Context: an optimization exercise on an open-source flow, tuned for small area, a short achievable clock period and few clock cycles per item. The choices shown serve that exercise and are no tape-out recipe.
In this exercise RTL edits were held to simulation tests only and were not proved equivalent to the original.

==> flow/design.v, too long to show whole: its modules and the start of the top module <==
// module act_requant_pipe: 2230 lines
module act_requant_pipe #(
   parameter int LANES    = 4,
   parameter int IN_W     = 24,
   parameter int OUT_W    = 8,
   parameter int DQ_SHIFT = 13,
   parameter int RQ_SHIFT = 8,
   parameter int LEN_W    = 16
) (
   input  logic                clk,
   input  logic                rst,
   input  logic                start,
   input  logic [1:0]          cfg_mode,
   input  logic [IN_W-1:0]     cfg_bias,
   input  logic [7:0]          cfg_dq_scale,
   input  logic [7:0]          cfg_rq_scale,
   input  logic [LEN_W-1:0]    cfg_len,
   input  logic                in_valid,
   output logic                in_ready,
   input  logic [LANES*IN_W-1:0] in_data,
   output logic                out_valid,
   input  logic                out_ready,
   output logic [LANES*OUT_W-1:0] out_data,
   output logic                out_last,
   output logic                busy,
   output logic                done,
   output logic [15:0]         sat_cnt
);
  // ...
==> flow/run.sh <==
#!/bin/bash
# synth_recipe.tcl (not shown) runs the flow's synth.tcl, then flattens the netlist and writes it again
# the make line also repeats each setting of config.mk as NAME=value (left out here)
make -C /OpenROAD-flow-scripts/flow DESIGN_CONFIG=/design/flow/config.mk WORK_HOME=/design/flow/orfs CLKGATE_MAP_FILE= SYNTH_SCRIPT=/design/flow/synth_recipe.tcl finish
==> flow/config.mk <==
export PLATFORM = sky130hd
export DESIGN_NAME = act_requant_pipe
export DESIGN_NICKNAME = act_requant_pipe
export VERILOG_FILES = /design/flow/design.v
export SDC_FILE = /design/flow/constraint.sdc
export NUM_CORES = 4
export LEC_CHECK = 0
export CAP_MARGIN = 20
export CORE_MARGIN = 2
export CORE_UTILIZATION = 40
export SLEW_MARGIN = 20
==> flow/constraint.sdc <==
create_clock -name core_clock -period 13.0 [get_ports {clk}]
set_input_delay 2.6000 -clock core_clock [delete_from_list [all_inputs] [get_ports {clk}]]
set_output_delay 2.6000 -clock core_clock [all_outputs]
set_load 0.01 [all_outputs]
==> qor.log, run 1 <==
[grt] met2 track utilization from global routing 0.324
[final_layout] Regs by FF count g_lane.s1_x: 100 flops, g_lane.s2_d: 80 flops, g_lane.s3_y: 68 flops
[synth] Post-Synth Simple-Gate Area 0.0927
[grt] first-pass GRT wire length 298,000 µm
[timing] number of failing setup endpoints in the final timing report 0
[job] number of maximum-capacitance violations 0
[clock_tree] H-Tree Depth 2
[timing] Fmax achieved 0.112 GHz
[final_layout] area grow syn2layout 7.89%
[synth] Most used DFF post-synth sky130_fd_sc_hd__edfxtp_1
[final_layout] Filler Cells Inserted 17,100
[synth] library cell with the largest summed area after synthesis sky130_fd_sc_hd__fa_1
[worst_setup_path] kind of cell adding the most delay to the critical path adder cells
[synth] most frequent cell after synthesis sky130_fd_sc_hd__inv_1
[outcome] outcome no timing/DRC/antenna violations
[clock_tree] number of sinks driven by the clock tree 423
[floorplanning] Std-Cell Core Area 176,000 µm²
[synth] sequential-to-total area share from yosys stat 0.173
[final_layout] share of the final layout cell area in multi-input gates 0.688
[floorplanning] Taps Inserted 2,340
[floorplanning] number of placement rows 154
[timing] relative slew slack 0.255
[clock_tree] clock slew seen by the registers of the worst setup and hold paths 0.06 ns
[worst_setup_path] Startpoint Class flop
[worst_setup_path] Worst R2R Start g_lane[3].s2_d[5]
[worst_setup_path] library cell contributing the largest single delay on the critical path sky130_fd_sc_hd__fa_1
Testbench counts, summed over its fixed seeds: cycles 14,117, beats 13,349.
==> run 2: changes to the inputs <==
--- a/flow/config.mk
+++ b/flow/config.mk
@@ -8,4 +8,5 @@
 export CAP_MARGIN = 20
 export CORE_MARGIN = 2
 export CORE_UTILIZATION = 40
+export SETUP_SLACK_MARGIN = 5
 export SLEW_MARGIN = 20
==> run 2 against run 1 <==
  * Still clean on timing, DRC and antenna
  * Clock skew increased by 0.021 ns
  * Utilization increased by 0.80 points
  * Die area unchanged
  * Critical path type unchanged
==> qor.log, run 2 <==
[outcome] outcome no timing/DRC/antenna violations
[final_layout] Regs by FF count g_lane.s1_x: 100 flops, g_lane.s2_d: 80 flops, g_lane.s3_y: 68 flops
[synth] sequential-to-total area share from yosys stat 0.173 [unchanged]
[synth] Post-synth EDFFs 383
[floorplanning] horizontal die dimension 425 µm
[timing] Total Negative Setup Slacks 0 ns
[synth] XOR/XNOR share of the synthesized area 0.127
[clock_tree] H-Tree Depth 2 [unchanged]
[grt] pin count of the biggest net entering global routing 179
[worst_hold_path] WHS Endpoint l3
[synth] combinational family with the most area after synthesis adder cells
[final_layout] max FFs per register 100
[worst_hold_path] type of the most critical hold path flop to flop
[timing] setup repair after global routing missed its margin true
[synth] Async SR Flop Fraction 0
[detailed_routing] Via Count 53,500
[clock_tree] Skew-Pair Late Insertion Delay 0.66 ns
[grt] Total GRT Usage 0.203
[timing] min Tclk post-route 7.72 ns
[synth] synthesized-area fraction occupied by adder cells 0.367
[timing] number of failing setup endpoints in the final timing report 0 [unchanged]
[worst_setup_path] critical path required time 13.33 ns
[final_layout] register with the highest flop count g_lane.s1_x
[final_layout] ratio of cells with drive above 1 in the final layout 0.0593
[grt] overall overflow remaining after global route 0
[timing] relative slew slack 0.238 [-0.0172]
[worst_setup_path] worst flop-to-flop path endpoint g_lane[3].s3_y[15]
[worst_setup_path] category of the critical setup timing path flop to flop
[detailed_routing] Detailed Routing Iterations Pass 1 6
[detailed_routing] number of remaining DRC errors 0
[placed_design] Final GP Congestion 0.897
[final_layout] most common library cell in the layout ignoring fill and taps sky130_fd_sc_hd__inv_1
[clock_tree] number of CTS-inserted buffers 51
[synth] flop and latch count out of synthesis 423
[synth] most frequent cell after synthesis sky130_fd_sc_hd__inv_1
[floorplanning] total die area 181,000 µm²
[floorplanning] ports placed on the boundary 212
[detailed_routing] detailed-route wire length per cell 18.7 µm
[grt] first-pass GRT wire length 301,000 µm [+1.1%]
[detailed_routing] number of violations reported at the end of detailed-routing iteration 0 4,156
[synth] synthesis warning total 1
[worst_setup_path] type of element capturing the critical path flop
[synth] most area-consuming cells after synthesis sky130_fd_sc_hd__fa_1 23%, sky130_fd_sc_hd__edfxtp_1 16%, sky130_fd_sc_hd__ha_1 13%, sky130_fd_sc_hd__xnor2_1 7.5%, sky130_fd_sc_hd__a22oi_1 6.8%
[detailed_routing] vias per inst 5.37
[synth] most instantiated cells after synthesis 1,113 x sky130_fd_sc_hd__inv_1, 822 x sky130_fd_sc_hd__fa_1, 765 x sky130_fd_sc_hd__ha_1
[synth] top cell type's share of synthesized area 0.232
[floorplanning] floorplan die height 425 µm
[floorplanning] Std-Cell Core Area 176,000 µm² [unchanged]
[synth] Gate Count Post-Synth 7,611
[final_layout] area grow syn2layout 9.88%
[synth] mux share of post-synthesis cell area 0.00653
[synth] number of distinct library cells after synthesis 85
[clock_tree] clock slew seen by the registers of the worst setup and hold paths 0.06 ns [about the same]
[clock_tree] hold-fix buffers at CTS 0
[worst_hold_path] Hold Path Depth 0
[final_layout] flip-flop and latch area 12,300 µm²
[timing] fraction of the cycle the final worst path needs 0.594
[worst_hold_path] hold path startpoint l2
[synth] Most used DFF post-synth sky130_fd_sc_hd__edfxtp_1
[synth] number of nets in the synthesized netlist 9,357
[synth] post-synthesis cell area 70,900 µm²
[worst_setup_path] Max Fanout on Critical Path 9
[clock_tree] CTS tree yes
[worst_setup_path] Startpoint Class flop
[clock_tree] number of sinks driven by the clock tree 423 [unchanged]
[worst_setup_path] depth of the worst register-to-register path 28
[worst_setup_path] cell type with the highest occurrence count on the critical path sky130_fd_sc_hd__fa_1
[grt] initial antenna violation count 4
[floorplanning] initial standard-cell utilization of the core 0.403
[synth] post-synthesis compound-gate area fraction 0.149
[worst_setup_path] critical path arrival 8.05 ns
[placed_design] quantity of I/O buffers inserted on ports 211
[synth] Post-Synth Simple-Gate Area 0.0927 [unchanged]
[job] number of maximum-capacitance violations 0 [unchanged]
[timing] Fmax achieved 0.130 GHz [+16%]
[timing] hold slack 0.425 ns
[synth] library cell with the largest summed area after synthesis sky130_fd_sc_hd__fa_1
[detailed_routing] Post-DRT Antenna Nets 0
[timing] Worst Tran Pin Value 1.14 ns
[final_layout] commonest non-fill, non-tap cells in the layout 1,087 x sky130_fd_sc_hd__inv_1, 817 x sky130_fd_sc_hd__fa_1, 762 x sky130_fd_sc_hd__ha_1, 640 x sky130_fd_sc_hd__a22oi_1, 598 x sky130_fd_sc_hd__xnor2_1
[timing] setup skew after layout 0.0431 ns
[placed_design] Detailed Place HPWL 139,000 µm
[timing] max-slew violation count 0
[floorplanning] number of placement rows 154 [unchanged]
[worst_setup_path] library cell contributing the largest single delay on the critical path sky130_fd_sc_hd__fa_2
[worst_setup_path] Worst R2R Start g_lane[3].s2_d[2]
[synth] post-synthesis average cell area 9.32 µm²
[final_layout] number of nets in the final layout 9,329
[grt] number of global-route vias before repair 54,300
[final_layout] area of the multi-input gates 53,100 µm²
[detailed_routing] wire length after detailed routing 186,000 µm
[clock_tree] number of buffers on the longest clock path 3
[final_layout] Filler Cells Inserted 16,900 [-1.1%]
[clock_tree] cell at the root of the clock tree sky130_fd_sc_hd__clkbuf_16
[worst_setup_path] Slowest Stage Delay on Critical Path 0.61 ns
[timing] number of failing hold endpoints at the final stage 0
run 2: cell counts after synthesis:
No cell type changed its count.
run 2: cells by family after synthesis:
| family | after synthesis |
|---|---|
| AOI/OAI and AO/OA | 1532 |
| xor gates and xnor gates | 1024 |
| adders and majority gates | 1588 |
| buffers and inverters | 1600 |
| DFF | 423 |
| muxes | 42 |
| and+or+nand+nor | 1402 |
run 2: how the worst max path moves through the flow:
stage                           start                 end  cells past startpoint
floorplan                         s_v              o_d[0]                      3
global placement    g_lane[3].s2_d[5]  g_lane[3].s3_y[10]                     28
detailed placement  g_lane[1].s2_d[6]  g_lane[1].s3_y[10]                     33
CTS                 g_lane[3].s2_d[5]  g_lane[3].s3_y[15]                     29
global route        g_lane[3].s2_d[5]  g_lane[3].s3_y[15]                     30
finish              g_lane[3].s2_d[2]  g_lane[3].s3_y[15]                     28
run 2: area by class of cell:
| type | count | share of cell area |
|---|---|---|
| Antenna cell | 1 | 0.0000321 |
| Clock buffer | 57 | 0.0172 |
| Tap cell | 2340 | 0.0376 |
| Multi-Input combinational cell | 5588 | 0.681 |
| Sequential cell | 423 | 0.158 |
| Timing Repair Buffer | 397 | 0.0459 |
| Inverter | 1122 | 0.0549 |
| Clock inverter | 38 | 0.00525 |
run 2: metal layers:
layer  global-route usage  share of wire
met1                0.292           0.46
met2                0.326           0.46
met3               0.0215          0.053
met4               0.0534          0.026
met5                    0        0.00028
run 2: repair_timing:
item	in CTS	in global routing
endpoints found under the setup margin	58	59
buffers inserted	61	67
pin swaps	4	19
endpoints found under the hold margin	0	0
resized for setup	51	90
run 2: worst max-delay path, delay by kind of cell (launching register included):
kind	cells	cell delay (ns)
AOI/OAI and AO/OA	8	1.45
DFF	1	0.47
buffers and inverters	6	0.64
xor gates and xnor gates	1	0.21
adders and majority gates	9	4.11
and+or+nand+nor	4	0.49
run 2: per-stage QoR:
step | cell area, µm² | utilization | cells | worst slack, ns
3_5_place_dp | 74700 | 0.424 | 9742 | 4.20
3_3_place_gp | 74700 | 0.424 | 9742 | 4.34
6_report | 77900 | 0.442 | 9966 | 5.28
2_1_floorplan | 70900 | - | 7611 | 4.90
5_1_grt | 77900 | 0.442 | 9965 | 4.89
4_1_cts | 77000 | 0.437 | 9898 | 4.99
==> run 3: changes to the inputs <==
--- a/flow/config.mk
+++ b/flow/config.mk
@@ -7,6 +7,6 @@
 export LEC_CHECK = 0
 export CAP_MARGIN = 20
 export CORE_MARGIN = 2
-export CORE_UTILIZATION = 40
+export CORE_UTILIZATION = 60
 export SETUP_SLACK_MARGIN = 5
 export SLEW_MARGIN = 20
==> run 3 against run 2 <==
  * Still clean
  * Cell count shrank 8.0%
  * Worst setup slack got worse by 0.079 ns
  * Critical path depth decreased by 11
  * Register-to-register slack about the same
  * Synthesized cell count unchanged
  * Non-clock buffer count decreased by 3
  * First-iteration DRC count is 4.8% higher
  * Design area shrank 1.3%
  * Highest routed layer unchanged
==> qor.log, run 3 <==
[outcome] outcome no timing/DRC/antenna violations
[synth] library cell with the largest summed area after synthesis sky130_fd_sc_hd__fa_1
[timing] min Tclk post-route 7.80 ns [+0.0795 ns]
[detailed_routing] Via Count 54,100 [+1.1%]
[worst_setup_path] chain of cells forming the critical path or2_2, fa_1, ha_1, and2_1, ha_1, inv_1, fa_1, nor2b_2, o2111a_1, and3_1, and3_1, nand3_1, nor2_4, nand3_4, buf_4, nand2_1, clkdlybuf4s50_1
[worst_setup_path] Slowest Stage Delay on Critical Path 0.52 ns [-0.09 ns]
[synth] post-synthesis average cell area 9.32 µm² [unchanged]
[detailed_routing] wire length after detailed routing 186,000 µm [about the same]
[floorplanning] horizontal die dimension 348 µm [-18%]
[final_layout] final standard cell count with taps included and fillers excluded 9,165 [-8.0%]
[worst_hold_path] WHS Endpoint l3
[timing] number of failing hold endpoints at the final stage 0 [unchanged]
[timing] fraction of the cycle the final worst path needs 0.600 [+0.00611]
[floorplanning] ports placed on the boundary 212 [unchanged]
[final_layout] most common library cell in the layout ignoring fill and taps sky130_fd_sc_hd__inv_1
[final_layout] register with the highest flop count g_lane.s1_x
[synth] most frequent cell after synthesis sky130_fd_sc_hd__inv_1
[grt] overall overflow remaining after global route 0 [unchanged]
[timing] final setup slack of the worst path 5.20 ns [-0.0795 ns]
[final_layout] end-of-flow core utilization 0.654 [+0.212]
[clock_tree] number of sinks driven by the clock tree 423 [unchanged]
[clock_tree] H-Tree Depth 2 [unchanged]
[final_layout] max FFs per register 100 [unchanged]
[synth] Most used DFF post-synth sky130_fd_sc_hd__edfxtp_1
[worst_setup_path] kind of cell adding the most delay to the critical path simple AND/OR/NAND/NOR gates
[clock_tree] clock slew seen by the registers of the worst setup and hold paths 0.06 ns [about the same]
[worst_setup_path] Max Fanout on Critical Path 8 [-1]
[grt] Total GRT Usage 0.308 [+0.104]
[worst_setup_path] Startpoint Class flop
[grt] first-pass GRT wire length 299,000 µm [-0.56%]
[grt] initial antenna violation count 3 [-1]
[timing] max-slew violation count 0 [unchanged]
[timing] Worst Tran Pin Value 1.09 ns [-0.0562 ns]
[placed_design] quantity of I/O buffers inserted on ports 211 [unchanged]
[timing] setup skew after layout 0.0223 ns [-0.0208 ns]
[synth] top cell type's share of synthesized area 0.232 [unchanged]
[synth] number of distinct library cells after synthesis 85 [unchanged]
[synth] synthesis warning total 1 [unchanged]
[worst_setup_path] worst flop-to-flop path endpoint g_lane[1].s3_y[10]
[final_layout] Filler Cells Inserted 9,842 [-42%]
[final_layout] number of nets in the final layout 9,331 [+0.021%]
[final_layout] Regs by FF count g_lane.s1_x: 100 flops, g_lane.s2_d: 80 flops, g_lane.s3_y: 68 flops
[worst_hold_path] hold path startpoint l2
[detailed_routing] Post-DRT Antenna Nets 0 [unchanged]
[clock_tree] number of CTS-inserted buffers 55 [+7.8%]
[floorplanning] initial standard-cell utilization of the core 0.603 [+0.200]
[final_layout] ratio of cells with drive above 1 in the final layout 0.0578 [-0.00146]
[synth] sequential-to-total area share from yosys stat 0.173 [unchanged]
[synth] Gate Count Post-Synth 7,611 [unchanged]
[detailed_routing] number of remaining DRC errors 0 [unchanged]
[final_layout] area grow syn2layout 8.46%
[synth] number of nets in the synthesized netlist 9,357 [unchanged]
[placed_design] Detailed Place HPWL 139,000 µm [+0.21%]
[clock_tree] hold-fix buffers at CTS 0 [unchanged]
[worst_setup_path] type of element capturing the critical path primary output
[detailed_routing] detailed-route wire length per cell 20.3 µm [+8.7%]
[timing] Total Negative Setup Slacks 0 ns [unchanged]
[clock_tree] Skew-Pair Late Insertion Delay 0.68 ns [+0.02 ns]
[floorplanning] floorplan die height 348 µm [-18%]
[synth] Post-synth EDFFs 383 [unchanged]
[timing] relative slew slack 0.275 [+0.0375]
[detailed_routing] Detailed Routing Iterations Pass 1 6 [unchanged]
[worst_setup_path] depth of the worst register-to-register path 35 [+25%]
[synth] flop and latch count out of synthesis 423 [unchanged]
[synth] Async SR Flop Fraction 0 [unchanged]
[worst_setup_path] critical path required time 10.40 ns [-2.93 ns]
[placed_design] Placed Cells 8,933 [-8.3%]
[synth] most area-consuming cells after synthesis sky130_fd_sc_hd__fa_1 23%, sky130_fd_sc_hd__edfxtp_1 16%, sky130_fd_sc_hd__ha_1 13%, sky130_fd_sc_hd__xnor2_1 7.5%, sky130_fd_sc_hd__a22oi_1 6.8%
[final_layout] commonest non-fill, non-tap cells in the layout 1,087 x sky130_fd_sc_hd__inv_1, 818 x sky130_fd_sc_hd__fa_1, 762 x sky130_fd_sc_hd__ha_1, 640 x sky130_fd_sc_hd__a22oi_1, 600 x sky130_fd_sc_hd__xnor2_1
[synth] most instantiated cells after synthesis 1,113 x sky130_fd_sc_hd__inv_1, 822 x sky130_fd_sc_hd__fa_1, 765 x sky130_fd_sc_hd__ha_1
[worst_setup_path] critical path arrival 5.20 ns [-2.85 ns]
[worst_setup_path] library cell contributing the largest single delay on the critical path sky130_fd_sc_hd__clkdlybuf4s50_1
[synth] post-synthesis cell area 70,900 µm² [unchanged]
[placed_design] pre-CTS WS 4.17 ns [-0.0358 ns]
[timing] number of failing setup endpoints in the final timing report 0 [unchanged]
[clock_tree] CTS tree yes
[job] number of maximum-capacitance violations 0 [unchanged]
[detailed_routing] vias per inst 5.90 [+9.9%]
[placed_design] Final GP Congestion 0.915 [+2.1%]
[floorplanning] number of placement rows 126 [-18%]
[worst_setup_path] sum of buffers and inverters on the critical path 3 [-3]
[worst_hold_path] type of the most critical hold path flop to flop
[floorplanning] total die area 121,000 µm² [-33%]
[timing] Fmax achieved 0.128 GHz [-1.0%]
[timing] setup repair after global routing missed its margin true
[floorplanning] Std-Cell Core Area 118,000 µm² [-33%]
[grt] pin count of the biggest net entering global routing 156 [-13%]
[worst_setup_path] category of the critical setup timing path flop to primary output
[worst_hold_path] Hold Path Depth 0 [unchanged]
[clock_tree] number of buffers on the longest clock path 3 [unchanged]
[worst_setup_path] Worst R2R Start g_lane[1].s2_d[7]
[grt] number of global-route vias before repair 54,100 [-0.33%]
[detailed_routing] number of violations reported at the end of detailed-routing iteration 0 4,356 [+4.8%]
[clock_tree] cell at the root of the clock tree sky130_fd_sc_hd__clkbuf_16
## run 3: cell counts after synthesis
No cell type changed its count.
## run 3: cell families (layout without fill, tap and decap cells)
family | count (synthesis) | after routing | synth area share
adders and majority gates | 1588 | 1588 | 0.367
other | 0 | 2 | 0
xor gates and xnor gates | 1024 | 1024 | 0.127
AOI/OAI and AO/OA | 1532 | 1532 | 0.149
and+or+nand+nor | 1402 | 1403 | 0.0927
muxes | 42 | 42 | 0.00653
DFF | 423 | 423 | 0.173
buffers and inverters | 1600 | 1615 | 0.0849
## run 3: cell type report
type	instances	area [µm²]	area share
Multi-Input combinational cell	5589	53000	0.690
Sequential cell	423	12300	0.160
Inverter	1122	4260	0.0554
Timing Repair Buffer	394	3550	0.0462
Tap cell	1536	1920	0.0250
Clock buffer	65	1410	0.0184
Clock inverter	34	424	0.00551
Antenna cell	2	5.00	0.0000651
## run 3: how the worst max path moves through the flow
stage	from	endpoint	slack, ns	cells past startpoint
2_1_floorplan	s_v	o_d[0]	4.90	3
3_3_place_gp	g_lane[1].s2_d[6]	g_lane[1].s3_y[10]	4.39	29
3_5_place_dp	g_lane[3].s2_d[1]	g_lane[3].s3_y[15]	4.17	28
4_1_cts	g_lane[0].s2_d[1]	g_lane[0].s3_y[6]	5.01	27
5_1_grt	g_lane[0].s2_d[1]	g_lane[0].s3_y[14]	4.93	29
6_report	o_d[18]	sat_cnt[3]	5.20	17
## run 3: routing by layer
| layer | track usage | routed length [µm] | up-vias |
|---|---|---|---|
| li1 | - | - | 25400 |
| met1 | 0.424 | 79900 | 26700 |
| met2 | 0.497 | 87800 | 1722 |
| met3 | 0.0355 | 11200 | 271 |
| met4 | 0.121 | 7300 | 4 |
| met5 | 0 | 22 | - |
## run 3: per-stage QoR
step | hold WS [ns] | instance area, µm²
6_report | 0.432 | 76900
5_1_grt | 0.442 | 76900
4_1_cts | 0.436 | 76100
3_5_place_dp | 0.412 | 73600
3_3_place_gp | 0.405 | 73600
2_1_floorplan | 0.400 | 70900
## run 3: repair_timing
item	in CTS	in global routing
gates resized for setup	54	78
endpoints found under the setup margin	63	63
pin swaps	2	23
buffers inserted	59	71
cloned	0	1

==> what the ideal ports hide <==
The results above use ideal ports. As a check the final layouts listed here were re-extracted and re-timed, cells and wires unchanged.
Step 1: set_driving_cell puts a clkbuf_16 on clk and a buf_2 on each other input, an assumption about the parent block.
Step 2, shift: input delay + t, output delay - t, t = (earliest + latest rising clock arrival at the registers) / 2. This alone moves slack from input paths to output paths.
a / b / c = ideal ports / drivers / drivers and shift; a / b = the first two.
| run | shift t [ns] | slack for setup (ns) | worst setup path after step 2 | worst data-port slew with drivers (ns) |
|---|---|---|---|---|
| run 1 | 0.730 | 4.071 / 4.071 / 4.071 | register to register | 0.10 |
| run 2 | 0.724 | 5.284 / 5.284 / 5.060 | input to register | 0.11 |
| run 3 | 0.750 | 5.205 / 5.124 / 5.268 | register to register | 0.06 |
After both steps every run listed still meets setup and hold. For run 2, which loses most, drivers alone change the setup slack by 0.000 ns; drivers and shift together by -0.224 ns.
